Source: an optimization exercise on an open RTL-to-GDS flow (aim: small area, a short achievable clock period and few clock cycles per item). Production flows keep margins and buffers that such runs may drop. In this exercise RTL edits were held to simulation tests only and were not proved equivalent to the original.

// wrapped_angle_slew_tracker
module wrapped_angle_slew_tracker
(
	input  wire logic                  clk,
	input  wire logic                  arst_n,
	input  wire logic                  cfg_valid,
	output      logic                  cfg_ready,
	input  wire logic [wast_pkg::CFG_IDX_W-1:0]  cfg_index,
	input  wire logic [wast_pkg::CFG_DATA_W-1:0] cfg_data,
	input  wire logic                  in_valid,
	output      logic                  in_ready,
	input  wire logic [wast_pkg::CMD_W-1:0]      cmd,
	input  wire logic [wast_pkg::ANGLE_W-1:0]    angle_in,
	input  wire logic [wast_pkg::TIME_W-1:0]     elapsed_time,
	output      logic                  out_valid,
	input  wire logic                  out_ready,
	output      logic [wast_pkg::ANGLE_W-1:0]    current_angle,
	output      logic [wast_pkg::ANGLE_W-1:0]    target_angle
);
make LEC_CHECK=0 ABC_AREA=1 CAP_MARGIN=20 CORE_MARGIN=2 CORE_UTILIZATION=50 SLEW_MARGIN=20 finish   # period 11.0 ns
run.sh (not shown) runs the stock make flow with config.mk's settings and CLKGATE_MAP_FILE= SYNTH_SCRIPT=/design/flow/synth_recipe.tcl, a recipe that flattens the netlist after the stock synthesis.
Testbench counts at the start, summed over its fixed seeds: cycles 2,416, items 2,400.
==> next run, changes <==
- ABC_AREA: 1 -> not set
- CORE_UTILIZATION: 50 -> 40
Result: Die area grows by 25%; final area came out higher by 1.1%; worst setup slack is worse by 0.50 ns.

========
wrapped_angle_slew_tracker, a different RTL version from the one above (not shown whole).
## wrapped_angle_slew_tracker
module wrapped_angle_slew_tracker
(
	input  wire logic                  clk,
	input  wire logic                  arst_n,
	input  wire logic                  cfg_valid,
	output      logic                  cfg_ready,
	input  wire logic [wast_pkg::CFG_IDX_W-1:0]  cfg_index,
	input  wire logic [wast_pkg::CFG_DATA_W-1:0] cfg_data,
	input  wire logic                  in_valid,
	output      logic                  in_ready,
	input  wire logic [wast_pkg::CMD_W-1:0]      cmd,
	input  wire logic [wast_pkg::ANGLE_W-1:0]    angle_in,
	input  wire logic [wast_pkg::TIME_W-1:0]     elapsed_time,
	output      logic                  out_valid,
	input  wire logic                  out_ready,
	output      logic [wast_pkg::ANGLE_W-1:0]    current_angle,
	output      logic [wast_pkg::ANGLE_W-1:0]    target_angle
);
export LEC_CHECK = 0
export ABC_AREA = 1
export CAP_MARGIN = 20
export CORE_MARGIN = 2
export CORE_UTILIZATION = 52
export SETUP_SLACK_MARGIN = 5
export SLEW_MARGIN = 20
create_clock -name core_clock -period 11.0 [get_ports {clk}]
standard.sh (not shown) runs the stock make flow with config.mk's settings and CLKGATE_MAP_FILE= SYNTH_SCRIPT=/design/flow/synth_recipe.tcl, a recipe that flattens the netlist after the stock synthesis.
==> flow/flow/run.sh <==
#!/bin/bash
# Standard layout, with one netlist clean-up between synthesis and floorplan:
# flow/faopt.py removes inverters around full adders by flipping the polarity
# of full adders (a full adder is self-dual), without changing the logic.
set -euo pipefail
R="$PWD/orfs/results/${FLOW_PLATFORM}/wrapped_angle_slew_tracker/base"
bash standard.sh synth > synth.log 2>&1
python3 flow/faopt.py "$R/1_2_yosys.v" "$R/1_2_yosys.faopt.v" > faopt.log 2>&1
grep -c "sky130_fd_sc_hd__inv" "$R/1_2_yosys.v" "$R/1_2_yosys.faopt.v" >> faopt.log 2>&1 || true
cp "$R/1_2_yosys.v" "$R/1_2_yosys.standard.v"
mv "$R/1_2_yosys.faopt.v" "$R/1_2_yosys.v"
bash standard.sh > layout.log 2>&1
Other scripts of this flow, unchanged in this note and not shown: flow/flow/faopt.py
Testbench counts at the start, summed over its fixed seeds: cycles 2,424, items 2,400.
Next try:
- CORE_UTILIZATION: 52 -> 58
- SETUP_SLACK_MARGIN: 5 -> 4
After rerunning: The new run ran to the end with no violations; hold slack degrades by 0.0068 ns; cell count went down by 4.4%; design area went down by 8.1%; global-route usage went up by 1.7 points; wire length went down by 7.4%; fmax went down by 6.4%; non-clock buffer count went down by 152.
Next try:
- SETUP_SLACK_MARGIN: 4 -> 5
What happened: Final cell count is higher by a few percent. Via count is higher by a few percent. Final area is higher by roughly a tenth. Clock-buffer cell count does not change. Worst hold slack barely changes. Area after synthesis stays the same. Die area is unchanged.
Next try:
- CORE_UTILIZATION: 58 -> 62
- SETUP_SLACK_MARGIN: 5 -> 4.5
Effect: The changed run passed the timing, design-rule and antenna checks; worst setup slack loses 0.091 ns; cell count is lower by about 1.3%; utilization is higher by 2.2 points; sequential share of layout area is higher by 0.39 points; synthesized cell count is unchanged.
Next try:
- CORE_UTILIZATION: 62 -> 55
Cell area goes up by 1.6%.
Setup slack degrades by 0.035 ns.
Cell count goes up by 2.0%.
Count of clock-buffer cells in the layout goes down by 1.
Hold slack degrades by 0.0041 ns.
Routed wire length goes up by 2.0%.
Next try:
- CORE_UTILIZATION: 55 -> 52
- SETUP_SLACK_MARGIN: 4.5 -> 4
The changed run produced a clean layout.
Register-to-register slack degrades by 0.25 ns.
Final cell count decreases by 1.2%.
Utilization falls by 6.9 points.
Hold slack gets better by 0.0057 ns.

[what the ideal ports hide]
Ports are ideal in the flow. The routed layouts listed here were re-timed in OpenROAD.
Step 1 (the two cells are an assumption about what drives the block):
set clk [get_ports {clk}]
set_driving_cell -lib_cell sky130_fd_sc_hd__clkbuf_16 $clk
set_driving_cell -lib_cell sky130_fd_sc_hd__buf_2 [delete_from_list [all_inputs] $clk]
Step 2 adds t to the input delays and takes it off the output delays; t is the mean of the earliest and latest rising clock arrival at the registers after step 1. Input paths then give back, and output paths get back, about the clock's delay inside the block.
Slacks: ideal / step 1 / step 2; pairs: ideal / step 1.
| run | shift t [ns] | slack for setup (ns) | worst setup path after step 2 | worst slew at a driven data input, ns | pins driven straight from the clock port |
|---|---|---|---|---|---|
| the first run of note 1 | 0.540 | 1.763 / 1.763 / 1.763 | register to register | 0.04 | 1 |
| the second run of note 1 | 0.534 | 1.268 / 1.267 / 1.206 | input to register | 0.04 | 1 |
| the first run of note 2 | 0.572 | 4.582 / 4.582 / 4.582 | register to register | 0.05 | 1 |
| the second run of note 2 | 0.571 | 4.143 / 4.143 / 4.143 | register to register | 0.05 | 1 |
| the third run of note 2 | 0.573 | 4.574 / 4.574 / 4.574 | register to register | 0.04 | 1 |
| the fourth run of note 2 | 0.581 | 4.483 / 4.483 / 4.483 | register to register | 0.05 | 1 |
| the fifth run of note 2 | 0.573 | 4.448 / 4.448 / 4.448 | register to register | 0.04 | 1 |
| the sixth run of note 2 | 0.575 | 4.196 / 4.196 / 4.196 | register to register | 0.05 | 1 |
After both steps setup and hold are still met in every run listed. The setup slack of the second run of note 1, which loses most, moves by -0.001 ns with the drivers and by -0.062 ns with both steps.
